This design comes from an exercise in tuning for small area and a short achievable clock period on the open sky130 flow, not from production work. No run shown here included a check of the RTL's function; only the layout flow was run.

## flow/design.v (module list and top-level ports; edited modules follow where they fit)
// module grad_top: 1859 lines
module grad_top (
    input  wire logic        clk,
    input  wire logic        rst,
    input  wire logic        in_valid,
    input  wire logic        sof,
    input  wire logic [7:0]  pixel,
    output logic             out_valid,
    output logic [32:0]      grad
);
  // ...
==> flow/flow/run.sh <==
#!/bin/bash
# The standard layout, with the port buffers made from buf_4 cells instead of the
# resizer's default pick (a delay cell), so that the ports are not slowed down.
set -euo pipefail
export BUFFER_PORTS_ARGS="-buffer_cell sky130_fd_sc_hd__buf_4"
bash standard.sh > standard.log 2>&1
==> flow/standard.sh <==
#!/bin/bash
# synth_recipe.tcl (not shown) runs the flow's synth.tcl, then flattens the netlist and writes it again
# the make line also repeats each setting of config.mk as NAME=value (left out here)
make -C /OpenROAD-flow-scripts/flow DESIGN_CONFIG=/design/flow/config.mk WORK_HOME=/design/flow/orfs CLKGATE_MAP_FILE= SYNTH_SCRIPT=/design/flow/synth_recipe.tcl "${@:-finish}"
==> flow/config.mk <==
export PLATFORM = sky130hd
export DESIGN_NAME = grad_top
export DESIGN_NICKNAME = grad_top
export VERILOG_FILES = /design/flow/design.v
export SDC_FILE = /design/flow/constraint.sdc
export NUM_CORES = 4
export LEC_CHECK = 0
export CAP_MARGIN = 20
export CORE_MARGIN = 2
export CORE_UTILIZATION = 65
export CTS_CLUSTER_DIAMETER = 80
export CTS_CLUSTER_SIZE = 25
export SLEW_MARGIN = 20
==> flow/constraint.sdc <==
create_clock -name core_clock -period 26.0 [get_ports {clk}]
set_input_delay 5.2000 -clock core_clock [delete_from_list [all_inputs] [get_ports {clk}]]
set_output_delay 5.2000 -clock core_clock [all_outputs]
set_load 0.01 [all_outputs]
==> summary.txt, run 1 <==
max FFs per register=264; CP startpoint=vld[9]; synth warn=2; Worst Hold End=p3_srad[11]; Worst R2R End=p7_srem[10]; gpl congestion=0.839; outcome=complete, no violations; Largest delay share family, worst path=flip-flops; # DRC=0; Worst R2R Start=p6_sroot[0]; ANT cells=0; WP data required=~21 ns; Synth Area in Compound Gates=between 10% and 20%; Cells after Synth=2,672; crit end category=output port; Via Count=~19,000; die width=224 um; Placed Cells=3,307; Routed Antenna Nets=0; number of flip-flops and latches=roughly 730; Max Used Layer=met4; met2 GRT Util=a little over a third; Clock Buffer Count=52; Syn Nets=~3,000; Inverters, non-clock=between 200 and 250; Die Ht=between 200 and 250 um; Reg2Reg Setup Slack=between 20 and 25 ns; htree depth=2; WHS=about 0.33 ns; cell area after synthesis=approximately 32,000 sq um; area of the multi-input gates=13,500 sq um; max-capacitance violation count=0; Resized cells post-CTS=0; Iter 0 DRT Violations=slightly above 1,000; GR peak layer=met2; vias per cell=~5.5; slowest CP cell=dfxtp_1; WL met3=approximately 1500 um; Slew Limit Fails=0
==> run 2: changes to the inputs <==
--- a/flow/design.v
+++ b/flow/design.v
@@ -294,22 +294,87 @@
     assign sq_w99 = sq_w73 ^ p1_ah[7] ^ sq_w72;
     assign sq_w100 = (sq_w73 & p1_ah[7]) | (sq_w73 & sq_w72) | (p1_ah[7] & sq_w72);
     logic [16:0] sq_r0, sq_r1, ssq;
     assign sq_r0 = {1'b0, sq_w74, sq_w99, sq_w97, sq_w95, sq_w93, sq_w91, sq_w89, sq_w87, sq_w85, sq_w83, sq_w81, sq_w79, sq_w77, sq_w75, 1'b0, p1_av[0]};
     assign sq_r1 = {1'b0, sq_w100, sq_w98, sq_w96, sq_w94, sq_w92, sq_w90, sq_w88, sq_w86, sq_w84, sq_w82, sq_w80, sq_w78, sq_w76, p1_ah[1], 1'b0, p1_ah[0]};
     assign ssq = sq_r0 + sq_r1;
     logic [8:0] dq1_t;
     assign dq1_t = {p1_drem, p1_num[1]};
-    logic [8:0] dq1_d;
+    logic [8:0] dq1_a, dq1_b;
+    assign dq1_a = dq1_t;
+    assign dq1_b = {1'b0, (~p1_ndsr)};
+    logic [8:0] dq1_g, dq1_p, dq1_d;
+    logic [9:0] dq1_cy;
     logic dq1_ge;
-    logic [9:0] dq1_x;
-    assign dq1_x = {1'b0, dq1_t} - {1'b0, {1'b0, (~p1_ndsr)}};
-    assign dq1_d = dq1_x[8:0];
-    assign dq1_ge = !dq1_x[9];
+    assign dq1_g[0] = dq1_a[0] & !dq1_b[0];
+    assign dq1_p[0] = !(dq1_a[0] ^ dq1_b[0]);
+    assign dq1_g[1] = dq1_a[1] & !dq1_b[1];
+    assign dq1_p[1] = !(dq1_a[1] ^ dq1_b[1]);
+    assign dq1_g[2] = dq1_a[2] & !dq1_b[2];
+    assign dq1_p[2] = !(dq1_a[2] ^ dq1_b[2]);
+    assign dq1_g[3] = dq1_a[3] & !dq1_b[3];
+    assign dq1_p[3] = !(dq1_a[3] ^ dq1_b[3]);
+    assign dq1_g[4] = dq1_a[4] & !dq1_b[4];
+    assign dq1_p[4] = !(dq1_a[4] ^ dq1_b[4]);
+    assign dq1_g[5] = dq1_a[5] & !dq1_b[5];
+    assign dq1_p[5] = !(dq1_a[5] ^ dq1_b[5]);
+    assign dq1_g[6] = dq1_a[6] & !dq1_b[6];
+    assign dq1_p[6] = !(dq1_a[6] ^ dq1_b[6]);
+    assign dq1_g[7] = dq1_a[7] & !dq1_b[7];
+    assign dq1_p[7] = !(dq1_a[7] ^ dq1_b[7]);
+    assign dq1_g[8] = dq1_a[8] & !dq1_b[8];
+    assign dq1_p[8] = !(dq1_a[8] ^ dq1_b[8]);
+    logic dq1_G0_m, dq1_P0_m;
+    assign dq1_G0_m = dq1_g[0] | (dq1_p[0] & 1'b1);
+    assign dq1_P0_m = dq1_p[0] & 1'b0;
+    logic dq1_G1_m, dq1_P1_m;
+    assign dq1_G1_m = dq1_g[1] | (dq1_p[1] & dq1_G0_m);
+    assign dq1_P1_m = dq1_p[1] & dq1_P0_m;
+    logic dq1_G2_m, dq1_P2_m;
+    assign dq1_G2_m = dq1_g[2] | (dq1_p[2] & dq1_G1_m);
+    assign dq1_P2_m = dq1_p[2] & dq1_P1_m;
+    logic dq1_G3_m, dq1_P3_m;
+    assign dq1_G3_m = dq1_g[3] | (dq1_p[3] & dq1_G2_m);
+    assign dq1_P3_m = dq1_p[3] & dq1_P2_m;
+    logic dq1_G4_m, dq1_P4_m;
+    assign dq1_G4_m = dq1_g[4] | (dq1_p[4] & dq1_G3_m);
+    assign dq1_P4_m = dq1_p[4] & dq1_P3_m;
+    logic dq1_G5_m, dq1_P5_m;
+    assign dq1_G5_m = dq1_g[5] | (dq1_p[5] & dq1_G4_m);
+    assign dq1_P5_m = dq1_p[5] & dq1_P4_m;
+    logic dq1_G6_m, dq1_P6_m;
+    assign dq1_G6_m = dq1_g[6] | (dq1_p[6] & dq1_G5_m);
+    assign dq1_P6_m = dq1_p[6] & dq1_P5_m;
+    logic dq1_G7_m, dq1_P7_m;
+    assign dq1_G7_m = dq1_g[7] | (dq1_p[7] & dq1_G6_m);
+    assign dq1_P7_m = dq1_p[7] & dq1_P6_m;
+    logic dq1_G8_m, dq1_P8_m;
+    assign dq1_G8_m = dq1_g[8] | (dq1_p[8] & dq1_G7_m);
+    assign dq1_P8_m = dq1_p[8] & dq1_P7_m;
+    assign dq1_cy[0] = 1'b1;
+    assign dq1_cy[1] = dq1_G0_m;
+    assign dq1_cy[2] = dq1_G1_m;
+    assign dq1_cy[3] = dq1_G2_m;
+    assign dq1_cy[4] = dq1_G3_m;
+    assign dq1_cy[5] = dq1_G4_m;
+    assign dq1_cy[6] = dq1_G5_m;
+    assign dq1_cy[7] = dq1_G6_m;
+    assign dq1_cy[8] = dq1_G7_m;
+    assign dq1_cy[9] = dq1_G8_m;
+    assign dq1_d[0] = dq1_p[0] ^ dq1_cy[0];
+    assign dq1_d[1] = dq1_p[1] ^ dq1_cy[1];
+    assign dq1_d[2] = dq1_p[2] ^ dq1_cy[2];
+    assign dq1_d[3] = dq1_p[3] ^ dq1_cy[3];
+    assign dq1_d[4] = dq1_p[4] ^ dq1_cy[4];
+    assign dq1_d[5] = dq1_p[5] ^ dq1_cy[5];
+    assign dq1_d[6] = dq1_p[6] ^ dq1_cy[6];
+    assign dq1_d[7] = dq1_p[7] ^ dq1_cy[7];
+    assign dq1_d[8] = dq1_p[8] ^ dq1_cy[8];
+    assign dq1_ge = dq1_cy[9];
     logic [7:0] dq1_r;
     assign dq1_r = dq1_ge ? dq1_d[7:0] : dq1_t[7:0];
     logic [1:0] dq1_q;
     assign dq1_q = {p1_dquo, dq1_ge};
     logic [8:0] dq2_t;
     assign dq2_t = {dq1_r, p1_num[0]};
     logic [8:0] dq2_d;
     logic dq2_ge;
@@ -330,22 +395,87 @@
         p2_drem <= dq2_r;
         p2_ndsr <= ~((~p1_ndsr));
         p2_neg <= p1_neg;
         p2_dquo <= dq2_q;
         p2_srad <= ssq;
     end
     logic [8:0] dq3_t;
     assign dq3_t = {p2_drem, 1'b0};
-    logic [8:0] dq3_d;
+    logic [8:0] dq3_a, dq3_b;
+    assign dq3_a = dq3_t;
+    assign dq3_b = {1'b0, (~p2_ndsr)};
+    logic [8:0] dq3_g, dq3_p, dq3_d;
+    logic [9:0] dq3_cy;
     logic dq3_ge;
-    logic [9:0] dq3_x;
-    assign dq3_x = {1'b0, dq3_t} - {1'b0, {1'b0, (~p2_ndsr)}};
-    assign dq3_d = dq3_x[8:0];
-    assign dq3_ge = !dq3_x[9];
+    assign dq3_g[0] = dq3_a[0] & !dq3_b[0];
+    assign dq3_p[0] = !(dq3_a[0] ^ dq3_b[0]);
+    assign dq3_g[1] = dq3_a[1] & !dq3_b[1];
+    assign dq3_p[1] = !(dq3_a[1] ^ dq3_b[1]);
+    assign dq3_g[2] = dq3_a[2] & !dq3_b[2];
+    assign dq3_p[2] = !(dq3_a[2] ^ dq3_b[2]);
+    assign dq3_g[3] = dq3_a[3] & !dq3_b[3];
+    assign dq3_p[3] = !(dq3_a[3] ^ dq3_b[3]);
+    assign dq3_g[4] = dq3_a[4] & !dq3_b[4];
+    assign dq3_p[4] = !(dq3_a[4] ^ dq3_b[4]);
+    assign dq3_g[5] = dq3_a[5] & !dq3_b[5];
+    assign dq3_p[5] = !(dq3_a[5] ^ dq3_b[5]);
+    assign dq3_g[6] = dq3_a[6] & !dq3_b[6];
+    assign dq3_p[6] = !(dq3_a[6] ^ dq3_b[6]);
+    assign dq3_g[7] = dq3_a[7] & !dq3_b[7];
+    assign dq3_p[7] = !(dq3_a[7] ^ dq3_b[7]);
+    assign dq3_g[8] = dq3_a[8] & !dq3_b[8];
+    assign dq3_p[8] = !(dq3_a[8] ^ dq3_b[8]);
+    logic dq3_G0_m, dq3_P0_m;
+    assign dq3_G0_m = dq3_g[0] | (dq3_p[0] & 1'b1);
+    assign dq3_P0_m = dq3_p[0] & 1'b0;
+    logic dq3_G1_m, dq3_P1_m;
+    assign dq3_G1_m = dq3_g[1] | (dq3_p[1] & dq3_G0_m);
+    assign dq3_P1_m = dq3_p[1] & dq3_P0_m;
+    logic dq3_G2_m, dq3_P2_m;
+    assign dq3_G2_m = dq3_g[2] | (dq3_p[2] & dq3_G1_m);
+    assign dq3_P2_m = dq3_p[2] & dq3_P1_m;
+    logic dq3_G3_m, dq3_P3_m;
+    assign dq3_G3_m = dq3_g[3] | (dq3_p[3] & dq3_G2_m);
+    assign dq3_P3_m = dq3_p[3] & dq3_P2_m;
+    logic dq3_G4_m, dq3_P4_m;
+    assign dq3_G4_m = dq3_g[4] | (dq3_p[4] & dq3_G3_m);
+    assign dq3_P4_m = dq3_p[4] & dq3_P3_m;
+    logic dq3_G5_m, dq3_P5_m;
+    assign dq3_G5_m = dq3_g[5] | (dq3_p[5] & dq3_G4_m);
+    assign dq3_P5_m = dq3_p[5] & dq3_P4_m;
+    logic dq3_G6_m, dq3_P6_m;
+    assign dq3_G6_m = dq3_g[6] | (dq3_p[6] & dq3_G5_m);
+    assign dq3_P6_m = dq3_p[6] & dq3_P5_m;
+    logic dq3_G7_m, dq3_P7_m;
+    assign dq3_G7_m = dq3_g[7] | (dq3_p[7] & dq3_G6_m);
+    assign dq3_P7_m = dq3_p[7] & dq3_P6_m;
+    logic dq3_G8_m, dq3_P8_m;
+    assign dq3_G8_m = dq3_g[8] | (dq3_p[8] & dq3_G7_m);
+    assign dq3_P8_m = dq3_p[8] & dq3_P7_m;
+    assign dq3_cy[0] = 1'b1;
+    assign dq3_cy[1] = dq3_G0_m;
+    assign dq3_cy[2] = dq3_G1_m;
+    assign dq3_cy[3] = dq3_G2_m;
+    assign dq3_cy[4] = dq3_G3_m;
+    assign dq3_cy[5] = dq3_G4_m;
+    assign dq3_cy[6] = dq3_G5_m;
+    assign dq3_cy[7] = dq3_G6_m;
+    assign dq3_cy[8] = dq3_G7_m;
+    assign dq3_cy[9] = dq3_G8_m;
+    assign dq3_d[0] = dq3_p[0] ^ dq3_cy[0];
+    assign dq3_d[1] = dq3_p[1] ^ dq3_cy[1];
+    assign dq3_d[2] = dq3_p[2] ^ dq3_cy[2];
+    assign dq3_d[3] = dq3_p[3] ^ dq3_cy[3];
+    assign dq3_d[4] = dq3_p[4] ^ dq3_cy[4];
+    assign dq3_d[5] = dq3_p[5] ^ dq3_cy[5];
+    assign dq3_d[6] = dq3_p[6] ^ dq3_cy[6];
+    assign dq3_d[7] = dq3_p[7] ^ dq3_cy[7];
+    assign dq3_d[8] = dq3_p[8] ^ dq3_cy[8];
+    assign dq3_ge = dq3_cy[9];
     logic [7:0] dq3_r;
     assign dq3_r = dq3_ge ? dq3_d[7:0] : dq3_t[7:0];
     logic [3:0] dq3_q;
     assign dq3_q = {p2_dquo, dq3_ge};
     logic [8:0] dq4_t;
     assign dq4_t = {dq3_r, 1'b0};
     logic [8:0] dq4_d;
     logic dq4_ge;
@@ -370,25 +500,22 @@
     assign sq0_p[0] = !(sq0_a[0] ^ sq0_b[0]);
     assign sq0_g[1] = sq0_a[1] & !sq0_b[1];
     assign sq0_p[1] = !(sq0_a[1] ^ sq0_b[1]);
     assign sq0_g[2] = sq0_a[2] & !sq0_b[2];
     assign sq0_p[2] = !(sq0_a[2] ^ sq0_b[2]);
     logic sq0_G0_m, sq0_P0_m;
     assign sq0_G0_m = sq0_g[0] | (sq0_p[0] & 1'b1);
     assign sq0_P0_m = sq0_p[0] & 1'b0;
-    logic sq0_G2_1, sq0_P2_1;
-    assign sq0_G2_1 = sq0_g[2] | (sq0_p[2] & sq0_g[1]);
-    assign sq0_P2_1 = sq0_p[2] & sq0_p[1];
-    logic sq0_G2_m, sq0_P2_m;
-    assign sq0_G2_m = sq0_G2_1 | (sq0_P2_1 & sq0_G0_m);
-    assign sq0_P2_m = sq0_P2_1 & sq0_P0_m;
     logic sq0_G1_m, sq0_P1_m;
     assign sq0_G1_m = sq0_g[1] | (sq0_p[1] & sq0_G0_m);
     assign sq0_P1_m = sq0_p[1] & sq0_P0_m;
+    logic sq0_G2_m, sq0_P2_m;
+    assign sq0_G2_m = sq0_g[2] | (sq0_p[2] & sq0_G1_m);
+    assign sq0_P2_m = sq0_p[2] & sq0_P1_m;
     assign sq0_cy[0] = 1'b1;
     assign sq0_cy[1] = sq0_G0_m;
     assign sq0_cy[2] = sq0_G1_m;
     assign sq0_cy[3] = sq0_G2_m;
     assign sq0_d[0] = sq0_p[0] ^ sq0_cy[0];
     assign sq0_d[1] = sq0_p[1] ^ sq0_cy[1];
     assign sq0_d[2] = sq0_p[2] ^ sq0_cy[2];
     assign sq0_ge = sq0_cy[3];
@@ -411,25 +538,22 @@
     assign sq1_p[1] = !(sq1_a[1] ^ sq1_b[1]);
     assign sq1_g[2] = sq1_a[2] & !sq1_b[2];
     assign sq1_p[2] = !(sq1_a[2] ^ sq1_b[2]);
     assign sq1_g[3] = sq1_a[3] & !sq1_b[3];
     assign sq1_p[3] = !(sq1_a[3] ^ sq1_b[3]);
     logic sq1_G0_m, sq1_P0_m;
     assign sq1_G0_m = sq1_g[0] | (sq1_p[0] & 1'b1);
     assign sq1_P0_m = sq1_p[0] & 1'b0;
-    logic sq1_G2_1, sq1_P2_1;
-    assign sq1_G2_1 = sq1_g[2] | (sq1_p[2] & sq1_g[1]);
-    assign sq1_P2_1 = sq1_p[2] & sq1_p[1];
-    logic sq1_G2_m, sq1_P2_m;
-    assign sq1_G2_m = sq1_G2_1 | (sq1_P2_1 & sq1_G0_m);
-    assign sq1_P2_m = sq1_P2_1 & sq1_P0_m;
     logic sq1_G1_m, sq1_P1_m;
     assign sq1_G1_m = sq1_g[1] | (sq1_p[1] & sq1_G0_m);
     assign sq1_P1_m = sq1_p[1] & sq1_P0_m;
+    logic sq1_G2_m, sq1_P2_m;
+    assign sq1_G2_m = sq1_g[2] | (sq1_p[2] & sq1_G1_m);
+    assign sq1_P2_m = sq1_p[2] & sq1_P1_m;
     logic sq1_G3_m, sq1_P3_m;
     assign sq1_G3_m = sq1_g[3] | (sq1_p[3] & sq1_G2_m);
     assign sq1_P3_m = sq1_p[3] & sq1_P2_m;
     assign sq1_cy[0] = 1'b1;
     assign sq1_cy[1] = sq1_G0_m;
     assign sq1_cy[2] = sq1_G1_m;
     assign sq1_cy[3] = sq1_G2_m;
     assign sq1_cy[4] = sq1_G3_m;
@@ -455,22 +579,87 @@
         p3_neg <= p2_neg;
         p3_dquo <= dq4_q;
         p3_srad <= p2_srad;
         p3_srem <= sq1_r;
         p3_sroot <= sq1_q;
     end
     logic [8:0] dq5_t;
     assign dq5_t = {p3_drem, 1'b0};
-    logic [8:0] dq5_d;
+    logic [8:0] dq5_a, dq5_b;
+    assign dq5_a = dq5_t;
+    assign dq5_b = {1'b0, (~p3_ndsr)};
+    logic [8:0] dq5_g, dq5_p, dq5_d;
+    logic [9:0] dq5_cy;
     logic dq5_ge;
-    logic [9:0] dq5_x;
-    assign dq5_x = {1'b0, dq5_t} - {1'b0, {1'b0, (~p3_ndsr)}};
-    assign dq5_d = dq5_x[8:0];
-    assign dq5_ge = !dq5_x[9];
+    assign dq5_g[0] = dq5_a[0] & !dq5_b[0];
+    assign dq5_p[0] = !(dq5_a[0] ^ dq5_b[0]);
+    assign dq5_g[1] = dq5_a[1] & !dq5_b[1];
+    assign dq5_p[1] = !(dq5_a[1] ^ dq5_b[1]);
+    assign dq5_g[2] = dq5_a[2] & !dq5_b[2];
+    assign dq5_p[2] = !(dq5_a[2] ^ dq5_b[2]);
+    assign dq5_g[3] = dq5_a[3] & !dq5_b[3];
+    assign dq5_p[3] = !(dq5_a[3] ^ dq5_b[3]);
+    assign dq5_g[4] = dq5_a[4] & !dq5_b[4];
+    assign dq5_p[4] = !(dq5_a[4] ^ dq5_b[4]);
+    assign dq5_g[5] = dq5_a[5] & !dq5_b[5];
+    assign dq5_p[5] = !(dq5_a[5] ^ dq5_b[5]);
+    assign dq5_g[6] = dq5_a[6] & !dq5_b[6];
+    assign dq5_p[6] = !(dq5_a[6] ^ dq5_b[6]);
+    assign dq5_g[7] = dq5_a[7] & !dq5_b[7];
+    assign dq5_p[7] = !(dq5_a[7] ^ dq5_b[7]);
+    assign dq5_g[8] = dq5_a[8] & !dq5_b[8];
+    assign dq5_p[8] = !(dq5_a[8] ^ dq5_b[8]);
+    logic dq5_G0_m, dq5_P0_m;
+    assign dq5_G0_m = dq5_g[0] | (dq5_p[0] & 1'b1);
+    assign dq5_P0_m = dq5_p[0] & 1'b0;
+    logic dq5_G1_m, dq5_P1_m;
+    assign dq5_G1_m = dq5_g[1] | (dq5_p[1] & dq5_G0_m);
+    assign dq5_P1_m = dq5_p[1] & dq5_P0_m;
+    logic dq5_G2_m, dq5_P2_m;
+    assign dq5_G2_m = dq5_g[2] | (dq5_p[2] & dq5_G1_m);
+    assign dq5_P2_m = dq5_p[2] & dq5_P1_m;
+    logic dq5_G3_m, dq5_P3_m;
+    assign dq5_G3_m = dq5_g[3] | (dq5_p[3] & dq5_G2_m);
+    assign dq5_P3_m = dq5_p[3] & dq5_P2_m;
+    logic dq5_G4_m, dq5_P4_m;
+    assign dq5_G4_m = dq5_g[4] | (dq5_p[4] & dq5_G3_m);
+    assign dq5_P4_m = dq5_p[4] & dq5_P3_m;
+    logic dq5_G5_m, dq5_P5_m;
+    assign dq5_G5_m = dq5_g[5] | (dq5_p[5] & dq5_G4_m);
+    assign dq5_P5_m = dq5_p[5] & dq5_P4_m;
+    logic dq5_G6_m, dq5_P6_m;
+    assign dq5_G6_m = dq5_g[6] | (dq5_p[6] & dq5_G5_m);
+    assign dq5_P6_m = dq5_p[6] & dq5_P5_m;
+    logic dq5_G7_m, dq5_P7_m;
+    assign dq5_G7_m = dq5_g[7] | (dq5_p[7] & dq5_G6_m);
+    assign dq5_P7_m = dq5_p[7] & dq5_P6_m;
+    logic dq5_G8_m, dq5_P8_m;
+    assign dq5_G8_m = dq5_g[8] | (dq5_p[8] & dq5_G7_m);
+    assign dq5_P8_m = dq5_p[8] & dq5_P7_m;
+    assign dq5_cy[0] = 1'b1;
+    assign dq5_cy[1] = dq5_G0_m;
+    assign dq5_cy[2] = dq5_G1_m;
+    assign dq5_cy[3] = dq5_G2_m;
+    assign dq5_cy[4] = dq5_G3_m;
+    assign dq5_cy[5] = dq5_G4_m;
+    assign dq5_cy[6] = dq5_G5_m;
+    assign dq5_cy[7] = dq5_G6_m;
+    assign dq5_cy[8] = dq5_G7_m;
+    assign dq5_cy[9] = dq5_G8_m;
+    assign dq5_d[0] = dq5_p[0] ^ dq5_cy[0];
+    assign dq5_d[1] = dq5_p[1] ^ dq5_cy[1];
+    assign dq5_d[2] = dq5_p[2] ^ dq5_cy[2];
+    assign dq5_d[3] = dq5_p[3] ^ dq5_cy[3];
+    assign dq5_d[4] = dq5_p[4] ^ dq5_cy[4];
+    assign dq5_d[5] = dq5_p[5] ^ dq5_cy[5];
+    assign dq5_d[6] = dq5_p[6] ^ dq5_cy[6];
+    assign dq5_d[7] = dq5_p[7] ^ dq5_cy[7];
+    assign dq5_d[8] = dq5_p[8] ^ dq5_cy[8];
+    assign dq5_ge = dq5_cy[9];
     logic [7:0] dq5_r;
     assign dq5_r = dq5_ge ? dq5_d[7:0] : dq5_t[7:0];
     logic [5:0] dq5_q;
     assign dq5_q = {p3_dquo, dq5_ge};
     logic [8:0] dq6_t;
     assign dq6_t = {dq5_r, 1'b0};
     logic [8:0] dq6_d;
     logic dq6_ge;
@@ -499,34 +688,28 @@
     assign sq2_p[2] = !(sq2_a[2] ^ sq2_b[2]);
     assign sq2_g[3] = sq2_a[3] & !sq2_b[3];
     assign sq2_p[3] = !(sq2_a[3] ^ sq2_b[3]);
     assign sq2_g[4] = sq2_a[4] & !sq2_b[4];
     assign sq2_p[4] = !(sq2_a[4] ^ sq2_b[4]);
     logic sq2_G0_m, sq2_P0_m;
     assign sq2_G0_m = sq2_g[0] | (sq2_p[0] & 1'b1);
     assign sq2_P0_m = sq2_p[0] & 1'b0;
-    logic sq2_G2_1, sq2_P2_1;
-    assign sq2_G2_1 = sq2_g[2] | (sq2_p[2] & sq2_g[1]);
-    assign sq2_P2_1 = sq2_p[2] & sq2_p[1];
-    logic sq2_G4_3, sq2_P4_3;
-    assign sq2_G4_3 = sq2_g[4] | (sq2_p[4] & sq2_g[3]);
-    assign sq2_P4_3 = sq2_p[4] & sq2_p[3];
-    logic sq2_G2_m, sq2_P2_m;
-    assign sq2_G2_m = sq2_G2_1 | (sq2_P2_1 & sq2_G0_m);
-    assign sq2_P2_m = sq2_P2_1 & sq2_P0_m;
-    logic sq2_G4_m, sq2_P4_m;
-    assign sq2_G4_m = sq2_G4_3 | (sq2_P4_3 & sq2_G2_m);
-    assign sq2_P4_m = sq2_P4_3 & sq2_P2_m;
     logic sq2_G1_m, sq2_P1_m;
     assign sq2_G1_m = sq2_g[1] | (sq2_p[1] & sq2_G0_m);
     assign sq2_P1_m = sq2_p[1] & sq2_P0_m;
+    logic sq2_G2_m, sq2_P2_m;
+    assign sq2_G2_m = sq2_g[2] | (sq2_p[2] & sq2_G1_m);
+    assign sq2_P2_m = sq2_p[2] & sq2_P1_m;
     logic sq2_G3_m, sq2_P3_m;
     assign sq2_G3_m = sq2_g[3] | (sq2_p[3] & sq2_G2_m);
     assign sq2_P3_m = sq2_p[3] & sq2_P2_m;
+    logic sq2_G4_m, sq2_P4_m;
+    assign sq2_G4_m = sq2_g[4] | (sq2_p[4] & sq2_G3_m);
+    assign sq2_P4_m = sq2_p[4] & sq2_P3_m;
     assign sq2_cy[0] = 1'b1;
     assign sq2_cy[1] = sq2_G0_m;
     assign sq2_cy[2] = sq2_G1_m;
     assign sq2_cy[3] = sq2_G2_m;
     assign sq2_cy[4] = sq2_G3_m;
     assign sq2_cy[5] = sq2_G4_m;
     assign sq2_d[0] = sq2_p[0] ^ sq2_cy[0];
     assign sq2_d[1] = sq2_p[1] ^ sq2_cy[1];
@@ -614,22 +797,87 @@
         p4_neg <= p3_neg;
         p4_dquo <= dq6_q;
         p4_srad <= p3_srad;
         p4_srem <= sq3_r;
         p4_sroot <= sq3_q;
     end
     logic [8:0] dq7_t;
     assign dq7_t = {p4_drem, 1'b0};
-    logic [8:0] dq7_d;
+    logic [8:0] dq7_a, dq7_b;
+    assign dq7_a = dq7_t;
+    assign dq7_b = {1'b0, (~p4_ndsr)};
+    logic [8:0] dq7_g, dq7_p, dq7_d;
+    logic [9:0] dq7_cy;
     logic dq7_ge;
-    logic [9:0] dq7_x;
-    assign dq7_x = {1'b0, dq7_t} - {1'b0, {1'b0, (~p4_ndsr)}};
-    assign dq7_d = dq7_x[8:0];
-    assign dq7_ge = !dq7_x[9];
+    assign dq7_g[0] = dq7_a[0] & !dq7_b[0];
+    assign dq7_p[0] = !(dq7_a[0] ^ dq7_b[0]);
+    assign dq7_g[1] = dq7_a[1] & !dq7_b[1];
+    assign dq7_p[1] = !(dq7_a[1] ^ dq7_b[1]);
+    assign dq7_g[2] = dq7_a[2] & !dq7_b[2];
+    assign dq7_p[2] = !(dq7_a[2] ^ dq7_b[2]);
+    assign dq7_g[3] = dq7_a[3] & !dq7_b[3];
+    assign dq7_p[3] = !(dq7_a[3] ^ dq7_b[3]);
+    assign dq7_g[4] = dq7_a[4] & !dq7_b[4];
+    assign dq7_p[4] = !(dq7_a[4] ^ dq7_b[4]);
+    assign dq7_g[5] = dq7_a[5] & !dq7_b[5];
+    assign dq7_p[5] = !(dq7_a[5] ^ dq7_b[5]);
+    assign dq7_g[6] = dq7_a[6] & !dq7_b[6];
+    assign dq7_p[6] = !(dq7_a[6] ^ dq7_b[6]);
+    assign dq7_g[7] = dq7_a[7] & !dq7_b[7];
+    assign dq7_p[7] = !(dq7_a[7] ^ dq7_b[7]);
+    assign dq7_g[8] = dq7_a[8] & !dq7_b[8];
+    assign dq7_p[8] = !(dq7_a[8] ^ dq7_b[8]);
+    logic dq7_G0_m, dq7_P0_m;
+    assign dq7_G0_m = dq7_g[0] | (dq7_p[0] & 1'b1);
+    assign dq7_P0_m = dq7_p[0] & 1'b0;
+    logic dq7_G1_m, dq7_P1_m;
+    assign dq7_G1_m = dq7_g[1] | (dq7_p[1] & dq7_G0_m);
+    assign dq7_P1_m = dq7_p[1] & dq7_P0_m;
+    logic dq7_G2_m, dq7_P2_m;
+    assign dq7_G2_m = dq7_g[2] | (dq7_p[2] & dq7_G1_m);
+    assign dq7_P2_m = dq7_p[2] & dq7_P1_m;
+    logic dq7_G3_m, dq7_P3_m;
+    assign dq7_G3_m = dq7_g[3] | (dq7_p[3] & dq7_G2_m);
+    assign dq7_P3_m = dq7_p[3] & dq7_P2_m;
+    logic dq7_G4_m, dq7_P4_m;
+    assign dq7_G4_m = dq7_g[4] | (dq7_p[4] & dq7_G3_m);
+    assign dq7_P4_m = dq7_p[4] & dq7_P3_m;
+    logic dq7_G5_m, dq7_P5_m;
+    assign dq7_G5_m = dq7_g[5] | (dq7_p[5] & dq7_G4_m);
+    assign dq7_P5_m = dq7_p[5] & dq7_P4_m;
+    logic dq7_G6_m, dq7_P6_m;
+    assign dq7_G6_m = dq7_g[6] | (dq7_p[6] & dq7_G5_m);
+    assign dq7_P6_m = dq7_p[6] & dq7_P5_m;
+    logic dq7_G7_m, dq7_P7_m;
+    assign dq7_G7_m = dq7_g[7] | (dq7_p[7] & dq7_G6_m);
+    assign dq7_P7_m = dq7_p[7] & dq7_P6_m;
+    logic dq7_G8_m, dq7_P8_m;
+    assign dq7_G8_m = dq7_g[8] | (dq7_p[8] & dq7_G7_m);
+    assign dq7_P8_m = dq7_p[8] & dq7_P7_m;
+    assign dq7_cy[0] = 1'b1;
+    assign dq7_cy[1] = dq7_G0_m;
+    assign dq7_cy[2] = dq7_G1_m;
+    assign dq7_cy[3] = dq7_G2_m;
+    assign dq7_cy[4] = dq7_G3_m;
+    assign dq7_cy[5] = dq7_G4_m;
+    assign dq7_cy[6] = dq7_G5_m;
+    assign dq7_cy[7] = dq7_G6_m;
+    assign dq7_cy[8] = dq7_G7_m;
+    assign dq7_cy[9] = dq7_G8_m;
+    assign dq7_d[0] = dq7_p[0] ^ dq7_cy[0];
+    assign dq7_d[1] = dq7_p[1] ^ dq7_cy[1];
+    assign dq7_d[2] = dq7_p[2] ^ dq7_cy[2];
+    assign dq7_d[3] = dq7_p[3] ^ dq7_cy[3];
+    assign dq7_d[4] = dq7_p[4] ^ dq7_cy[4];
+    assign dq7_d[5] = dq7_p[5] ^ dq7_cy[5];
+    assign dq7_d[6] = dq7_p[6] ^ dq7_cy[6];
+    assign dq7_d[7] = dq7_p[7] ^ dq7_cy[7];
+    assign dq7_d[8] = dq7_p[8] ^ dq7_cy[8];
+    assign dq7_ge = dq7_cy[9];
     logic [7:0] dq7_r;
     assign dq7_r = dq7_ge ? dq7_d[7:0] : dq7_t[7:0];
     logic [7:0] dq7_q;
     assign dq7_q = {p4_dquo, dq7_ge};
     logic [8:0] dq8_t;
     assign dq8_t = {dq7_r, 1'b0};
     logic [8:0] dq8_d;
     logic dq8_ge;
@@ -813,22 +1061,87 @@
         p5_neg <= p4_neg;
         p5_dquo <= dq8_q;
         p5_srad <= p4_srad;
         p5_srem <= sq5_r;
         p5_sroot <= sq5_q;
     end
     logic [8:0] dq9_t;
     assign dq9_t = {p5_drem, 1'b0};
-    logic [8:0] dq9_d;
+    logic [8:0] dq9_a, dq9_b;
+    assign dq9_a = dq9_t;
+    assign dq9_b = {1'b0, (~p5_ndsr)};
+    logic [8:0] dq9_g, dq9_p, dq9_d;
+    logic [9:0] dq9_cy;
     logic dq9_ge;
-    logic [9:0] dq9_x;
-    assign dq9_x = {1'b0, dq9_t} - {1'b0, {1'b0, (~p5_ndsr)}};
-    assign dq9_d = dq9_x[8:0];
-    assign dq9_ge = !dq9_x[9];
+    assign dq9_g[0] = dq9_a[0] & !dq9_b[0];
+    assign dq9_p[0] = !(dq9_a[0] ^ dq9_b[0]);
+    assign dq9_g[1] = dq9_a[1] & !dq9_b[1];
+    assign dq9_p[1] = !(dq9_a[1] ^ dq9_b[1]);
+    assign dq9_g[2] = dq9_a[2] & !dq9_b[2];
+    assign dq9_p[2] = !(dq9_a[2] ^ dq9_b[2]);
+    assign dq9_g[3] = dq9_a[3] & !dq9_b[3];
+    assign dq9_p[3] = !(dq9_a[3] ^ dq9_b[3]);
+    assign dq9_g[4] = dq9_a[4] & !dq9_b[4];
+    assign dq9_p[4] = !(dq9_a[4] ^ dq9_b[4]);
+    assign dq9_g[5] = dq9_a[5] & !dq9_b[5];
+    assign dq9_p[5] = !(dq9_a[5] ^ dq9_b[5]);
+    assign dq9_g[6] = dq9_a[6] & !dq9_b[6];
+    assign dq9_p[6] = !(dq9_a[6] ^ dq9_b[6]);
+    assign dq9_g[7] = dq9_a[7] & !dq9_b[7];
+    assign dq9_p[7] = !(dq9_a[7] ^ dq9_b[7]);
+    assign dq9_g[8] = dq9_a[8] & !dq9_b[8];
+    assign dq9_p[8] = !(dq9_a[8] ^ dq9_b[8]);
+    logic dq9_G0_m, dq9_P0_m;
+    assign dq9_G0_m = dq9_g[0] | (dq9_p[0] & 1'b1);
+    assign dq9_P0_m = dq9_p[0] & 1'b0;
+    logic dq9_G1_m, dq9_P1_m;
+    assign dq9_G1_m = dq9_g[1] | (dq9_p[1] & dq9_G0_m);
+    assign dq9_P1_m = dq9_p[1] & dq9_P0_m;
+    logic dq9_G2_m, dq9_P2_m;
+    assign dq9_G2_m = dq9_g[2] | (dq9_p[2] & dq9_G1_m);
+    assign dq9_P2_m = dq9_p[2] & dq9_P1_m;
+    logic dq9_G3_m, dq9_P3_m;
+    assign dq9_G3_m = dq9_g[3] | (dq9_p[3] & dq9_G2_m);
+    assign dq9_P3_m = dq9_p[3] & dq9_P2_m;
+    logic dq9_G4_m, dq9_P4_m;
+    assign dq9_G4_m = dq9_g[4] | (dq9_p[4] & dq9_G3_m);
+    assign dq9_P4_m = dq9_p[4] & dq9_P3_m;
+    logic dq9_G5_m, dq9_P5_m;
+    assign dq9_G5_m = dq9_g[5] | (dq9_p[5] & dq9_G4_m);
+    assign dq9_P5_m = dq9_p[5] & dq9_P4_m;
+    logic dq9_G6_m, dq9_P6_m;
+    assign dq9_G6_m = dq9_g[6] | (dq9_p[6] & dq9_G5_m);
+    assign dq9_P6_m = dq9_p[6] & dq9_P5_m;
+    logic dq9_G7_m, dq9_P7_m;
+    assign dq9_G7_m = dq9_g[7] | (dq9_p[7] & dq9_G6_m);
+    assign dq9_P7_m = dq9_p[7] & dq9_P6_m;
+    logic dq9_G8_m, dq9_P8_m;
+    assign dq9_G8_m = dq9_g[8] | (dq9_p[8] & dq9_G7_m);
+    assign dq9_P8_m = dq9_p[8] & dq9_P7_m;
+    assign dq9_cy[0] = 1'b1;
+    assign dq9_cy[1] = dq9_G0_m;
+    assign dq9_cy[2] = dq9_G1_m;
+    assign dq9_cy[3] = dq9_G2_m;
+    assign dq9_cy[4] = dq9_G3_m;
+    assign dq9_cy[5] = dq9_G4_m;
+    assign dq9_cy[6] = dq9_G5_m;
+    assign dq9_cy[7] = dq9_G6_m;
+    assign dq9_cy[8] = dq9_G7_m;
+    assign dq9_cy[9] = dq9_G8_m;
+    assign dq9_d[0] = dq9_p[0] ^ dq9_cy[0];
+    assign dq9_d[1] = dq9_p[1] ^ dq9_cy[1];
+    assign dq9_d[2] = dq9_p[2] ^ dq9_cy[2];
+    assign dq9_d[3] = dq9_p[3] ^ dq9_cy[3];
+    assign dq9_d[4] = dq9_p[4] ^ dq9_cy[4];
+    assign dq9_d[5] = dq9_p[5] ^ dq9_cy[5];
+    assign dq9_d[6] = dq9_p[6] ^ dq9_cy[6];
+    assign dq9_d[7] = dq9_p[7] ^ dq9_cy[7];
+    assign dq9_d[8] = dq9_p[8] ^ dq9_cy[8];
+    assign dq9_ge = dq9_cy[9];
     logic [7:0] dq9_r;
     assign dq9_r = dq9_ge ? dq9_d[7:0] : dq9_t[7:0];
     logic [9:0] dq9_q;
     assign dq9_q = {p5_dquo, dq9_ge};
     logic [8:0] dq10_t;
     assign dq10_t = {dq9_r, 1'b0};
     logic [8:0] dq10_d;
     logic dq10_ge;
@@ -1046,22 +1359,87 @@
         p6_neg <= p5_neg;
         p6_dquo <= dq10_q;
         p6_srad <= p5_srad;
         p6_srem <= sq7_r;
         p6_sroot <= sq7_q;
     end
     logic [8:0] dq11_t;
     assign dq11_t = {p6_drem, 1'b0};
-    logic [8:0] dq11_d;
+    logic [8:0] dq11_a, dq11_b;
+    assign dq11_a = dq11_t;
+    assign dq11_b = {1'b0, (~p6_ndsr)};
+    logic [8:0] dq11_g, dq11_p, dq11_d;
+    logic [9:0] dq11_cy;
     logic dq11_ge;
-    logic [9:0] dq11_x;
-    assign dq11_x = {1'b0, dq11_t} - {1'b0, {1'b0, (~p6_ndsr)}};
-    assign dq11_d = dq11_x[8:0];
-    assign dq11_ge = !dq11_x[9];
+    assign dq11_g[0] = dq11_a[0] & !dq11_b[0];
+    assign dq11_p[0] = !(dq11_a[0] ^ dq11_b[0]);
+    assign dq11_g[1] = dq11_a[1] & !dq11_b[1];
+    assign dq11_p[1] = !(dq11_a[1] ^ dq11_b[1]);
+    assign dq11_g[2] = dq11_a[2] & !dq11_b[2];
+    assign dq11_p[2] = !(dq11_a[2] ^ dq11_b[2]);
+    assign dq11_g[3] = dq11_a[3] & !dq11_b[3];
+    assign dq11_p[3] = !(dq11_a[3] ^ dq11_b[3]);
+    assign dq11_g[4] = dq11_a[4] & !dq11_b[4];
+    assign dq11_p[4] = !(dq11_a[4] ^ dq11_b[4]);
+    assign dq11_g[5] = dq11_a[5] & !dq11_b[5];
+    assign dq11_p[5] = !(dq11_a[5] ^ dq11_b[5]);
+    assign dq11_g[6] = dq11_a[6] & !dq11_b[6];
+    assign dq11_p[6] = !(dq11_a[6] ^ dq11_b[6]);
+    assign dq11_g[7] = dq11_a[7] & !dq11_b[7];
+    assign dq11_p[7] = !(dq11_a[7] ^ dq11_b[7]);
+    assign dq11_g[8] = dq11_a[8] & !dq11_b[8];
+    assign dq11_p[8] = !(dq11_a[8] ^ dq11_b[8]);
+    logic dq11_G0_m, dq11_P0_m;
+    assign dq11_G0_m = dq11_g[0] | (dq11_p[0] & 1'b1);
+    assign dq11_P0_m = dq11_p[0] & 1'b0;
+    logic dq11_G1_m, dq11_P1_m;
+    assign dq11_G1_m = dq11_g[1] | (dq11_p[1] & dq11_G0_m);
+    assign dq11_P1_m = dq11_p[1] & dq11_P0_m;
+    logic dq11_G2_m, dq11_P2_m;
+    assign dq11_G2_m = dq11_g[2] | (dq11_p[2] & dq11_G1_m);
+    assign dq11_P2_m = dq11_p[2] & dq11_P1_m;
+    logic dq11_G3_m, dq11_P3_m;
+    assign dq11_G3_m = dq11_g[3] | (dq11_p[3] & dq11_G2_m);
+    assign dq11_P3_m = dq11_p[3] & dq11_P2_m;
+    logic dq11_G4_m, dq11_P4_m;
+    assign dq11_G4_m = dq11_g[4] | (dq11_p[4] & dq11_G3_m);
+    assign dq11_P4_m = dq11_p[4] & dq11_P3_m;
+    logic dq11_G5_m, dq11_P5_m;
+    assign dq11_G5_m = dq11_g[5] | (dq11_p[5] & dq11_G4_m);
+    assign dq11_P5_m = dq11_p[5] & dq11_P4_m;
+    logic dq11_G6_m, dq11_P6_m;
+    assign dq11_G6_m = dq11_g[6] | (dq11_p[6] & dq11_G5_m);
+    assign dq11_P6_m = dq11_p[6] & dq11_P5_m;
+    logic dq11_G7_m, dq11_P7_m;
+    assign dq11_G7_m = dq11_g[7] | (dq11_p[7] & dq11_G6_m);
+    assign dq11_P7_m = dq11_p[7] & dq11_P6_m;
+    logic dq11_G8_m, dq11_P8_m;
+    assign dq11_G8_m = dq11_g[8] | (dq11_p[8] & dq11_G7_m);
+    assign dq11_P8_m = dq11_p[8] & dq11_P7_m;
+    assign dq11_cy[0] = 1'b1;
+    assign dq11_cy[1] = dq11_G0_m;
+    assign dq11_cy[2] = dq11_G1_m;
+    assign dq11_cy[3] = dq11_G2_m;
+    assign dq11_cy[4] = dq11_G3_m;
+    assign dq11_cy[5] = dq11_G4_m;
+    assign dq11_cy[6] = dq11_G5_m;
+    assign dq11_cy[7] = dq11_G6_m;
+    assign dq11_cy[8] = dq11_G7_m;
+    assign dq11_cy[9] = dq11_G8_m;
+    assign dq11_d[0] = dq11_p[0] ^ dq11_cy[0];
+    assign dq11_d[1] = dq11_p[1] ^ dq11_cy[1];
+    assign dq11_d[2] = dq11_p[2] ^ dq11_cy[2];
+    assign dq11_d[3] = dq11_p[3] ^ dq11_cy[3];
+    assign dq11_d[4] = dq11_p[4] ^ dq11_cy[4];
+    assign dq11_d[5] = dq11_p[5] ^ dq11_cy[5];
+    assign dq11_d[6] = dq11_p[6] ^ dq11_cy[6];
+    assign dq11_d[7] = dq11_p[7] ^ dq11_cy[7];
+    assign dq11_d[8] = dq11_p[8] ^ dq11_cy[8];
+    assign dq11_ge = dq11_cy[9];
     logic [7:0] dq11_r;
     assign dq11_r = dq11_ge ? dq11_d[7:0] : dq11_t[7:0];
     logic [11:0] dq11_q;
     assign dq11_q = {p6_dquo, dq11_ge};
     logic [8:0] dq12_t;
     assign dq12_t = {dq11_r, 1'b0};
     logic [8:0] dq12_d;
     logic dq12_ge;
@@ -1319,22 +1697,87 @@
         p7_neg <= p6_neg;
         p7_dquo <= dq12_q;
         p7_srad <= p6_srad;
         p7_srem <= sq9_r;
         p7_sroot <= sq9_q;
     end
     logic [8:0] dq13_t;
     assign dq13_t = {p7_drem, 1'b0};
-    logic [8:0] dq13_d;
+    logic [8:0] dq13_a, dq13_b;
+    assign dq13_a = dq13_t;
+    assign dq13_b = {1'b0, (~p7_ndsr)};
+    logic [8:0] dq13_g, dq13_p, dq13_d;
+    logic [9:0] dq13_cy;
     logic dq13_ge;
-    logic [9:0] dq13_x;
-    assign dq13_x = {1'b0, dq13_t} - {1'b0, {1'b0, (~p7_ndsr)}};
-    assign dq13_d = dq13_x[8:0];
-    assign dq13_ge = !dq13_x[9];
+    assign dq13_g[0] = dq13_a[0] & !dq13_b[0];
+    assign dq13_p[0] = !(dq13_a[0] ^ dq13_b[0]);
+    assign dq13_g[1] = dq13_a[1] & !dq13_b[1];
+    assign dq13_p[1] = !(dq13_a[1] ^ dq13_b[1]);
+    assign dq13_g[2] = dq13_a[2] & !dq13_b[2];
+    assign dq13_p[2] = !(dq13_a[2] ^ dq13_b[2]);
+    assign dq13_g[3] = dq13_a[3] & !dq13_b[3];
+    assign dq13_p[3] = !(dq13_a[3] ^ dq13_b[3]);
+    assign dq13_g[4] = dq13_a[4] & !dq13_b[4];
+    assign dq13_p[4] = !(dq13_a[4] ^ dq13_b[4]);
+    assign dq13_g[5] = dq13_a[5] & !dq13_b[5];
+    assign dq13_p[5] = !(dq13_a[5] ^ dq13_b[5]);
+    assign dq13_g[6] = dq13_a[6] & !dq13_b[6];
+    assign dq13_p[6] = !(dq13_a[6] ^ dq13_b[6]);
+    assign dq13_g[7] = dq13_a[7] & !dq13_b[7];
+    assign dq13_p[7] = !(dq13_a[7] ^ dq13_b[7]);
+    assign dq13_g[8] = dq13_a[8] & !dq13_b[8];
+    assign dq13_p[8] = !(dq13_a[8] ^ dq13_b[8]);
+    logic dq13_G0_m, dq13_P0_m;
+    assign dq13_G0_m = dq13_g[0] | (dq13_p[0] & 1'b1);
+    assign dq13_P0_m = dq13_p[0] & 1'b0;
+    logic dq13_G1_m, dq13_P1_m;
+    assign dq13_G1_m = dq13_g[1] | (dq13_p[1] & dq13_G0_m);
+    assign dq13_P1_m = dq13_p[1] & dq13_P0_m;
+    logic dq13_G2_m, dq13_P2_m;
+    assign dq13_G2_m = dq13_g[2] | (dq13_p[2] & dq13_G1_m);
+    assign dq13_P2_m = dq13_p[2] & dq13_P1_m;
+    logic dq13_G3_m, dq13_P3_m;
+    assign dq13_G3_m = dq13_g[3] | (dq13_p[3] & dq13_G2_m);
+    assign dq13_P3_m = dq13_p[3] & dq13_P2_m;
+    logic dq13_G4_m, dq13_P4_m;
+    assign dq13_G4_m = dq13_g[4] | (dq13_p[4] & dq13_G3_m);
+    assign dq13_P4_m = dq13_p[4] & dq13_P3_m;
+    logic dq13_G5_m, dq13_P5_m;
+    assign dq13_G5_m = dq13_g[5] | (dq13_p[5] & dq13_G4_m);
+    assign dq13_P5_m = dq13_p[5] & dq13_P4_m;
+    logic dq13_G6_m, dq13_P6_m;
+    assign dq13_G6_m = dq13_g[6] | (dq13_p[6] & dq13_G5_m);
+    assign dq13_P6_m = dq13_p[6] & dq13_P5_m;
+    logic dq13_G7_m, dq13_P7_m;
+    assign dq13_G7_m = dq13_g[7] | (dq13_p[7] & dq13_G6_m);
+    assign dq13_P7_m = dq13_p[7] & dq13_P6_m;
+    logic dq13_G8_m, dq13_P8_m;
+    assign dq13_G8_m = dq13_g[8] | (dq13_p[8] & dq13_G7_m);
+    assign dq13_P8_m = dq13_p[8] & dq13_P7_m;
+    assign dq13_cy[0] = 1'b1;
+    assign dq13_cy[1] = dq13_G0_m;
+    assign dq13_cy[2] = dq13_G1_m;
+    assign dq13_cy[3] = dq13_G2_m;
+    assign dq13_cy[4] = dq13_G3_m;
+    assign dq13_cy[5] = dq13_G4_m;
+    assign dq13_cy[6] = dq13_G5_m;
+    assign dq13_cy[7] = dq13_G6_m;
+    assign dq13_cy[8] = dq13_G7_m;
+    assign dq13_cy[9] = dq13_G8_m;
+    assign dq13_d[0] = dq13_p[0] ^ dq13_cy[0];
+    assign dq13_d[1] = dq13_p[1] ^ dq13_cy[1];
+    assign dq13_d[2] = dq13_p[2] ^ dq13_cy[2];
+    assign dq13_d[3] = dq13_p[3] ^ dq13_cy[3];
+    assign dq13_d[4] = dq13_p[4] ^ dq13_cy[4];
+    assign dq13_d[5] = dq13_p[5] ^ dq13_cy[5];
+    assign dq13_d[6] = dq13_p[6] ^ dq13_cy[6];
+    assign dq13_d[7] = dq13_p[7] ^ dq13_cy[7];
+    assign dq13_d[8] = dq13_p[8] ^ dq13_cy[8];
+    assign dq13_ge = dq13_cy[9];
     logic [7:0] dq13_r;
     assign dq13_r = dq13_ge ? dq13_d[7:0] : dq13_t[7:0];
     logic [13:0] dq13_q;
     assign dq13_q = {p7_dquo, dq13_ge};
     logic [8:0] dq14_t;
     assign dq14_t = {dq13_r, 1'b0};
     logic [8:0] dq14_d;
     logic dq14_ge;
@@ -1489,22 +1932,87 @@
         p8_neg <= p7_neg;
         p8_dquo <= dq14_q;
         p8_srad <= p7_srad;
         p8_srem <= sq10_r;
         p8_sroot <= sq10_q;
     end
     logic [8:0] dq15_t;
     assign dq15_t = {p8_drem, 1'b0};
-    logic [8:0] dq15_d;
+    logic [8:0] dq15_a, dq15_b;
+    assign dq15_a = dq15_t;
+    assign dq15_b = {1'b0, (~p8_ndsr)};
+    logic [8:0] dq15_g, dq15_p, dq15_d;
+    logic [9:0] dq15_cy;
     logic dq15_ge;
-    logic [9:0] dq15_x;
-    assign dq15_x = {1'b0, dq15_t} - {1'b0, {1'b0, (~p8_ndsr)}};
-    assign dq15_d = dq15_x[8:0];
-    assign dq15_ge = !dq15_x[9];
+    assign dq15_g[0] = dq15_a[0] & !dq15_b[0];
+    assign dq15_p[0] = !(dq15_a[0] ^ dq15_b[0]);
+    assign dq15_g[1] = dq15_a[1] & !dq15_b[1];
+    assign dq15_p[1] = !(dq15_a[1] ^ dq15_b[1]);
+    assign dq15_g[2] = dq15_a[2] & !dq15_b[2];
+    assign dq15_p[2] = !(dq15_a[2] ^ dq15_b[2]);
+    assign dq15_g[3] = dq15_a[3] & !dq15_b[3];
+    assign dq15_p[3] = !(dq15_a[3] ^ dq15_b[3]);
+    assign dq15_g[4] = dq15_a[4] & !dq15_b[4];
+    assign dq15_p[4] = !(dq15_a[4] ^ dq15_b[4]);
+    assign dq15_g[5] = dq15_a[5] & !dq15_b[5];
+    assign dq15_p[5] = !(dq15_a[5] ^ dq15_b[5]);
+    assign dq15_g[6] = dq15_a[6] & !dq15_b[6];
+    assign dq15_p[6] = !(dq15_a[6] ^ dq15_b[6]);
+    assign dq15_g[7] = dq15_a[7] & !dq15_b[7];
+    assign dq15_p[7] = !(dq15_a[7] ^ dq15_b[7]);
+    assign dq15_g[8] = dq15_a[8] & !dq15_b[8];
+    assign dq15_p[8] = !(dq15_a[8] ^ dq15_b[8]);
+    logic dq15_G0_m, dq15_P0_m;
+    assign dq15_G0_m = dq15_g[0] | (dq15_p[0] & 1'b1);
+    assign dq15_P0_m = dq15_p[0] & 1'b0;
+    logic dq15_G1_m, dq15_P1_m;
+    assign dq15_G1_m = dq15_g[1] | (dq15_p[1] & dq15_G0_m);
+    assign dq15_P1_m = dq15_p[1] & dq15_P0_m;
+    logic dq15_G2_m, dq15_P2_m;
+    assign dq15_G2_m = dq15_g[2] | (dq15_p[2] & dq15_G1_m);
+    assign dq15_P2_m = dq15_p[2] & dq15_P1_m;
+    logic dq15_G3_m, dq15_P3_m;
+    assign dq15_G3_m = dq15_g[3] | (dq15_p[3] & dq15_G2_m);
+    assign dq15_P3_m = dq15_p[3] & dq15_P2_m;
+    logic dq15_G4_m, dq15_P4_m;
+    assign dq15_G4_m = dq15_g[4] | (dq15_p[4] & dq15_G3_m);
+    assign dq15_P4_m = dq15_p[4] & dq15_P3_m;
+    logic dq15_G5_m, dq15_P5_m;
+    assign dq15_G5_m = dq15_g[5] | (dq15_p[5] & dq15_G4_m);
+    assign dq15_P5_m = dq15_p[5] & dq15_P4_m;
+    logic dq15_G6_m, dq15_P6_m;
+    assign dq15_G6_m = dq15_g[6] | (dq15_p[6] & dq15_G5_m);
+    assign dq15_P6_m = dq15_p[6] & dq15_P5_m;
+    logic dq15_G7_m, dq15_P7_m;
+    assign dq15_G7_m = dq15_g[7] | (dq15_p[7] & dq15_G6_m);
+    assign dq15_P7_m = dq15_p[7] & dq15_P6_m;
+    logic dq15_G8_m, dq15_P8_m;
+    assign dq15_G8_m = dq15_g[8] | (dq15_p[8] & dq15_G7_m);
+    assign dq15_P8_m = dq15_p[8] & dq15_P7_m;
+    assign dq15_cy[0] = 1'b1;
+    assign dq15_cy[1] = dq15_G0_m;
+    assign dq15_cy[2] = dq15_G1_m;
+    assign dq15_cy[3] = dq15_G2_m;
+    assign dq15_cy[4] = dq15_G3_m;
+    assign dq15_cy[5] = dq15_G4_m;
+    assign dq15_cy[6] = dq15_G5_m;
+    assign dq15_cy[7] = dq15_G6_m;
+    assign dq15_cy[8] = dq15_G7_m;
+    assign dq15_cy[9] = dq15_G8_m;
+    assign dq15_d[0] = dq15_p[0] ^ dq15_cy[0];
+    assign dq15_d[1] = dq15_p[1] ^ dq15_cy[1];
+    assign dq15_d[2] = dq15_p[2] ^ dq15_cy[2];
+    assign dq15_d[3] = dq15_p[3] ^ dq15_cy[3];
+    assign dq15_d[4] = dq15_p[4] ^ dq15_cy[4];
+    assign dq15_d[5] = dq15_p[5] ^ dq15_cy[5];
+    assign dq15_d[6] = dq15_p[6] ^ dq15_cy[6];
+    assign dq15_d[7] = dq15_p[7] ^ dq15_cy[7];
+    assign dq15_d[8] = dq15_p[8] ^ dq15_cy[8];
+    assign dq15_ge = dq15_cy[9];
     logic [7:0] dq15_r;
     assign dq15_r = dq15_ge ? dq15_d[7:0] : dq15_t[7:0];
     logic [15:0] dq15_q;
     assign dq15_q = {p8_dquo, dq15_ge};
     logic [8:0] dq16_t;
     assign dq16_t = {dq15_r, 1'b0};
     logic [8:0] dq16_d;
     logic dq16_ge;
@@ -1666,22 +2174,87 @@
         p9_neg <= p8_neg;
         p9_dquo <= dq16_q;
         p9_srad <= p8_srad;
         p9_srem <= sq11_r;
         p9_sroot <= sq11_q;
     end
     logic [8:0] dq17_t;
     assign dq17_t = {p9_drem, 1'b0};
-    logic [8:0] dq17_d;
+    logic [8:0] dq17_a, dq17_b;
+    assign dq17_a = dq17_t;
+    assign dq17_b = {1'b0, (~p9_ndsr)};
+    logic [8:0] dq17_g, dq17_p, dq17_d;
+    logic [9:0] dq17_cy;
     logic dq17_ge;
-    logic [9:0] dq17_x;
-    assign dq17_x = {1'b0, dq17_t} - {1'b0, {1'b0, (~p9_ndsr)}};
-    assign dq17_d = dq17_x[8:0];
-    assign dq17_ge = !dq17_x[9];
+    assign dq17_g[0] = dq17_a[0] & !dq17_b[0];
+    assign dq17_p[0] = !(dq17_a[0] ^ dq17_b[0]);
+    assign dq17_g[1] = dq17_a[1] & !dq17_b[1];
+    assign dq17_p[1] = !(dq17_a[1] ^ dq17_b[1]);
+    assign dq17_g[2] = dq17_a[2] & !dq17_b[2];
+    assign dq17_p[2] = !(dq17_a[2] ^ dq17_b[2]);
+    assign dq17_g[3] = dq17_a[3] & !dq17_b[3];
+    assign dq17_p[3] = !(dq17_a[3] ^ dq17_b[3]);
+    assign dq17_g[4] = dq17_a[4] & !dq17_b[4];
+    assign dq17_p[4] = !(dq17_a[4] ^ dq17_b[4]);
+    assign dq17_g[5] = dq17_a[5] & !dq17_b[5];
+    assign dq17_p[5] = !(dq17_a[5] ^ dq17_b[5]);
+    assign dq17_g[6] = dq17_a[6] & !dq17_b[6];
+    assign dq17_p[6] = !(dq17_a[6] ^ dq17_b[6]);
+    assign dq17_g[7] = dq17_a[7] & !dq17_b[7];
+    assign dq17_p[7] = !(dq17_a[7] ^ dq17_b[7]);
+    assign dq17_g[8] = dq17_a[8] & !dq17_b[8];
+    assign dq17_p[8] = !(dq17_a[8] ^ dq17_b[8]);
+    logic dq17_G0_m, dq17_P0_m;
+    assign dq17_G0_m = dq17_g[0] | (dq17_p[0] & 1'b1);
+    assign dq17_P0_m = dq17_p[0] & 1'b0;
+    logic dq17_G1_m, dq17_P1_m;
+    assign dq17_G1_m = dq17_g[1] | (dq17_p[1] & dq17_G0_m);
+    assign dq17_P1_m = dq17_p[1] & dq17_P0_m;
+    logic dq17_G2_m, dq17_P2_m;
+    assign dq17_G2_m = dq17_g[2] | (dq17_p[2] & dq17_G1_m);
+    assign dq17_P2_m = dq17_p[2] & dq17_P1_m;
+    logic dq17_G3_m, dq17_P3_m;
+    assign dq17_G3_m = dq17_g[3] | (dq17_p[3] & dq17_G2_m);
+    assign dq17_P3_m = dq17_p[3] & dq17_P2_m;
+    logic dq17_G4_m, dq17_P4_m;
+    assign dq17_G4_m = dq17_g[4] | (dq17_p[4] & dq17_G3_m);
+    assign dq17_P4_m = dq17_p[4] & dq17_P3_m;
+    logic dq17_G5_m, dq17_P5_m;
+    assign dq17_G5_m = dq17_g[5] | (dq17_p[5] & dq17_G4_m);
+    assign dq17_P5_m = dq17_p[5] & dq17_P4_m;
+    logic dq17_G6_m, dq17_P6_m;
+    assign dq17_G6_m = dq17_g[6] | (dq17_p[6] & dq17_G5_m);
+    assign dq17_P6_m = dq17_p[6] & dq17_P5_m;
+    logic dq17_G7_m, dq17_P7_m;
+    assign dq17_G7_m = dq17_g[7] | (dq17_p[7] & dq17_G6_m);
+    assign dq17_P7_m = dq17_p[7] & dq17_P6_m;
+    logic dq17_G8_m, dq17_P8_m;
+    assign dq17_G8_m = dq17_g[8] | (dq17_p[8] & dq17_G7_m);
+    assign dq17_P8_m = dq17_p[8] & dq17_P7_m;
+    assign dq17_cy[0] = 1'b1;
+    assign dq17_cy[1] = dq17_G0_m;
+    assign dq17_cy[2] = dq17_G1_m;
+    assign dq17_cy[3] = dq17_G2_m;
+    assign dq17_cy[4] = dq17_G3_m;
+    assign dq17_cy[5] = dq17_G4_m;
+    assign dq17_cy[6] = dq17_G5_m;
+    assign dq17_cy[7] = dq17_G6_m;
+    assign dq17_cy[8] = dq17_G7_m;
+    assign dq17_cy[9] = dq17_G8_m;
+    assign dq17_d[0] = dq17_p[0] ^ dq17_cy[0];
+    assign dq17_d[1] = dq17_p[1] ^ dq17_cy[1];
+    assign dq17_d[2] = dq17_p[2] ^ dq17_cy[2];
+    assign dq17_d[3] = dq17_p[3] ^ dq17_cy[3];
+    assign dq17_d[4] = dq17_p[4] ^ dq17_cy[4];
+    assign dq17_d[5] = dq17_p[5] ^ dq17_cy[5];
+    assign dq17_d[6] = dq17_p[6] ^ dq17_cy[6];
+    assign dq17_d[7] = dq17_p[7] ^ dq17_cy[7];
+    assign dq17_d[8] = dq17_p[8] ^ dq17_cy[8];
+    assign dq17_ge = dq17_cy[9];
     logic [7:0] dq17_r;
     assign dq17_r = dq17_ge ? dq17_d[7:0] : dq17_t[7:0];
     logic [17:0] dq17_q;
     assign dq17_q = {p9_dquo, dq17_ge};
     logic [8:0] dq18_t;
     assign dq18_t = {dq17_r, 1'b0};
     logic [8:0] dq18_d;
     logic dq18_ge;
==> run 2 against run 1 <==
Largest cell class unchanged; sequential share of layout area up 1.9 points; critical endpoint is now grad[12]; flip-flop and latch count unchanged; routed wire length down 11%; first-iteration DRC count down 28%; still clean; critical path type unchanged; fmax up 0.12%; cell area down 3.6%; worst setup slack better by 0.0076 ns; clock skew down 0.00080 ns.
==> summary.txt, run 2 <==
cell area after synthesis=30,400 sq um (was 31,600 sq um); setup TNS=0 ns (unchanged); Storage cell area=17,200 sq um (unchanged); initial core utilization=65.7% (was 66.0%); Detail Placement HPWL=33,400 um (was 37,300 um); total track usage=19.5% (was 20.7%); count leader, synth=dfxtp_1 (unchanged); I/O pin cnt=46 (unchanged); synth warn=2 (unchanged); commonest non-fill, non-tap cell in the layout=dfxtp_1 (unchanged); Slew HR=31.7% (was 29.4%); cells on worst reg2reg path=23 (was 18); FP Rows=79 (was 80); gpl congestion=0.847 (was 0.839); fillers=3,278 (was 3,343); final cycle utilization of the critical path=23.9% (was 24.0%); Die Ht=220 um (was 224 um); slowest CP cell=dfxtp_1 (unchanged); routed len/inst=14.5 um (was 15.2 um); worst hold path type=register to register (unchanged); outcome=complete, no violations (unchanged); Post-synth EDFFs=264 (unchanged); unique cell type count in the Yosys netlist=73 (was 78); Synth top area share=30.6% (was 29.5%); clock buffer depth=3 (unchanged); CTS tree=done (unchanged); Synth area leader=dfxtp_1 (unchanged); Syn Area/Cell=12.4 sq um (was 11.8 sq um); ANT cells=0 (unchanged); Post-CTS Setup Bufs=0 (unchanged); Tmin final=6.22 ns (was 6.23 ns); cell count along the critical path=1 (unchanged); Clock Skew=0.0202 ns (was 0.0210 ns); vias per cell=5.28 (was 5.54); CTS sink cnt=729 (unchanged); Area contributors post-synth=dfxtp_1 31%, edfxtp_1 26%, fa_1 8.6%, ha_1 8.1%, inv_1 4.0% (was dfxtp_1 29%, edfxtp_1 25%, ha_1 10%, fa_1 4.8%, xnor2_1 3.2%); Resized cells post-CTS=0 (unchanged); Final setup viols=0 (unchanged); CORE AREA=46,400 sq um (was 47,800 sq um); area grow syn2layout=7.33% (was 7.30%); Final #Nets=2,856 (was 3,081); max-capacitance violation count=0 (unchanged); hold-critical path depth=0 (unchanged); Largest delay share family, worst path=flip-flops (unchanged); DRT Pass-1 Iters=5 (unchanged); Final Hold Fails=0 (unchanged); Cells after Synth=2,460 (was 2,672); Worst setup SP type=register (unchanged); max FFs per register=264 (unchanged); TritonCTS Buffers=38 (was 39); PortBufs=45 (unchanged); WP data required=20.80 ns (about the same); global-route wire length before repair=76,700 um (was 86,400 um); top cells by count, synth=465 x dfxtp_1, 325 x inv_1, 264 x edfxtp_1 (was 465 x dfxtp_1, 264 x edfxtp_1, 261 x ha_1); Worst Tran Pin Value=1.02 ns (was 1.06 ns); Regs by FF count=sr x264, grad x33 (unchanged); die area=48,600 sq um (was 50,400 sq um); Seq/Total Area, Yosys=56.6% (was 54.6%); crit-path max FO=1 (unchanged); Slew Limit Fails=0 (unchanged); # DRC=0 (unchanged); RSZ-0062 raised after global routing=no (unchanged); CP Buf/Inv Count=1 (unchanged); wirelength, routed=45,600 um (was 51,100 um); Hold-fix buffers, CTS=0 (unchanged); Clock Latency Late Sink=0.58 ns (about the same); largest net degree at the start of global routing=191 (was 216); Reg clk slew, reported paths=0.09 ns (about the same); commonest non-fill, non-tap cells in the layout=464 x dfxtp_1, 325 x inv_1, 264 x edfxtp_1 (was 464 x dfxtp_1, 264 x edfxtp_1, 261 x ha_1); Post-synth ARST share=0% (unchanged); register with the most flip-flops=sr (unchanged); arrival time worst endpoint=1.02 ns (was 1.03 ns); layout cells sized above 1=7.17% (was 7.33%); Setup CP Type=register to output port (unchanged); CP cell instances=buf_4 (unchanged); crit end category=output port (unchanged); Clk Tree Root Cell=clkbuf_16 (unchanged); htree depth=2 (unchanged); Placed Cells=3,083 (was 3,307); slowest stage delay, CP=0.32 ns (about the same); Fmax=161 MHz (was 160 MHz); final non-filler cell total=3,146 (was 3,372); area of the multi-input gates=11,900 sq um (was 13,500 sq um); Routed Antenna Nets=0 (unchanged); grt ovf=0 (unchanged); Via Count=16,600 (was 18,700); Main synth FF type=dfxtp_1 (unchanged); Iter 0 DRT Violations=741 (was 1,026); vias in the first global route=16,500 (was 18,400); initial antenna violation count=0 (unchanged); die width=220 um (was 224 um); Syn Nets=2,800 (was 3,020); #FFs+latches synth=729 (unchanged)
-- run 2: cell count changes in the layout (fill, tap and decap cells not counted), moves of 18 or more --
| cell | change |
|---|---|
| ha_1 | -64 |
| nor3_1 | -54 |
| o21bai_1 | -18 |
| fa_1 | +56 |
| and2_1 | +18 |
| xnor2_1 | -19 |
| o21ai_0 | -36 |
| xor2_1 | -30 |
| a21oi_1 | -66 |
| nor2_1 | -50 |
| inv_1 | +121 |
-- run 2: stage by stage --
step / hold slack (ns) / setup slack (ns) / instance area, sq um / util, %
2_1_floorplan: 0.310 / 19.00 / 30400 / -
3_3_place_gp: 0.310 / 20.21 / 31500 / 67.9
3_5_place_dp: 0.312 / 19.92 / 31500 / 67.9
4_1_cts: 0.332 / 19.74 / 32700 / 70.5
5_1_grt: 0.333 / 19.30 / 32700 / 70.5
6_report: 0.328 / 19.78 / 32700 / 70.5
-- run 2: final timing paths --
kind         slack, ns         end      from
min               0.33      p8_neg    p7_neg
max              19.78    grad[12]  grad[12]
max reg2reg      19.89  p2_drem[5]  p1_av[1]
min reg2reg       0.33      p8_neg    p7_neg
-- run 2: cells by family (layout without fill, tap and decap cells) --
family / count (synthesis) / in the layout / share of synthesized area, %
buffers and inverters: 359 / 438 / 4.43
AO/OA/AOI/OAI: 393 / 393 / 8.22
AND/OR/NAND/NOR: 424 / 424 / 6.86
other: 1 / 1 / 0.0123
flip-flops: 729 / 729 / 56.6
multiplexers: 87 / 87 / 3.12
XOR/XNOR: 139 / 139 / 4.02
adder cells (fa/ha/maj): 328 / 328 / 16.7
-- run 2: per-layer routing --
metal | track usage, % | part of all wire, % | up-vias
li1 | - | - | 8354
met1 | 24.4 | 44 | 8007
met2 | 34.5 | 50 | 158
met3 | 2.42 | 2.4 | 88
met4 | 7.52 | 3.4 | 0
met5 | 0 | 0 | -
-- run 2: layout make-up --
| class | instances | area share, % |
|---|---|---|
| clock buffers | 49 | 3.10 |
| clock inverters | 14 | 0.605 |
| inverters | 326 | 3.74 |
| multi-input cells | 1372 | 36.3 |
| flip-flops and latches | 729 | 52.8 |
| well taps | 607 | 2.32 |
| repair buffers | 49 | 1.16 |

static timing again, ports no longer ideal:
How much do the figures lean on ideal ports? The routed layouts below were timed once more, with nothing changed but the port constraints.
Step 1: set_driving_cell puts a clkbuf_16 on clk and a buf_2 on each other input, an assumption about the parent block.
Step 2 also shifts input and output timing later by t, the mid clock arrival at the registers, as if the neighbouring blocks saw the same clock.
Slacks: ideal ports / drivers / drivers and shift; pairs: ideal ports / drivers.
run | t (ns) | setup WS [ns] | clock arrival spread, ns | worst register clock-pin slew, ns | worst slew at a driven data input, ns
run 1 | 0.629 | 19.769 / 19.711 / 20.306 | 0.024 / 0.024 | 0.09 / 0.09 | 0.03
run 2 | 0.631 | 19.777 / 19.719 / 19.889 | 0.024 / 0.023 | 0.09 / 0.09 | 0.03
After both steps every run listed still meets setup and hold.
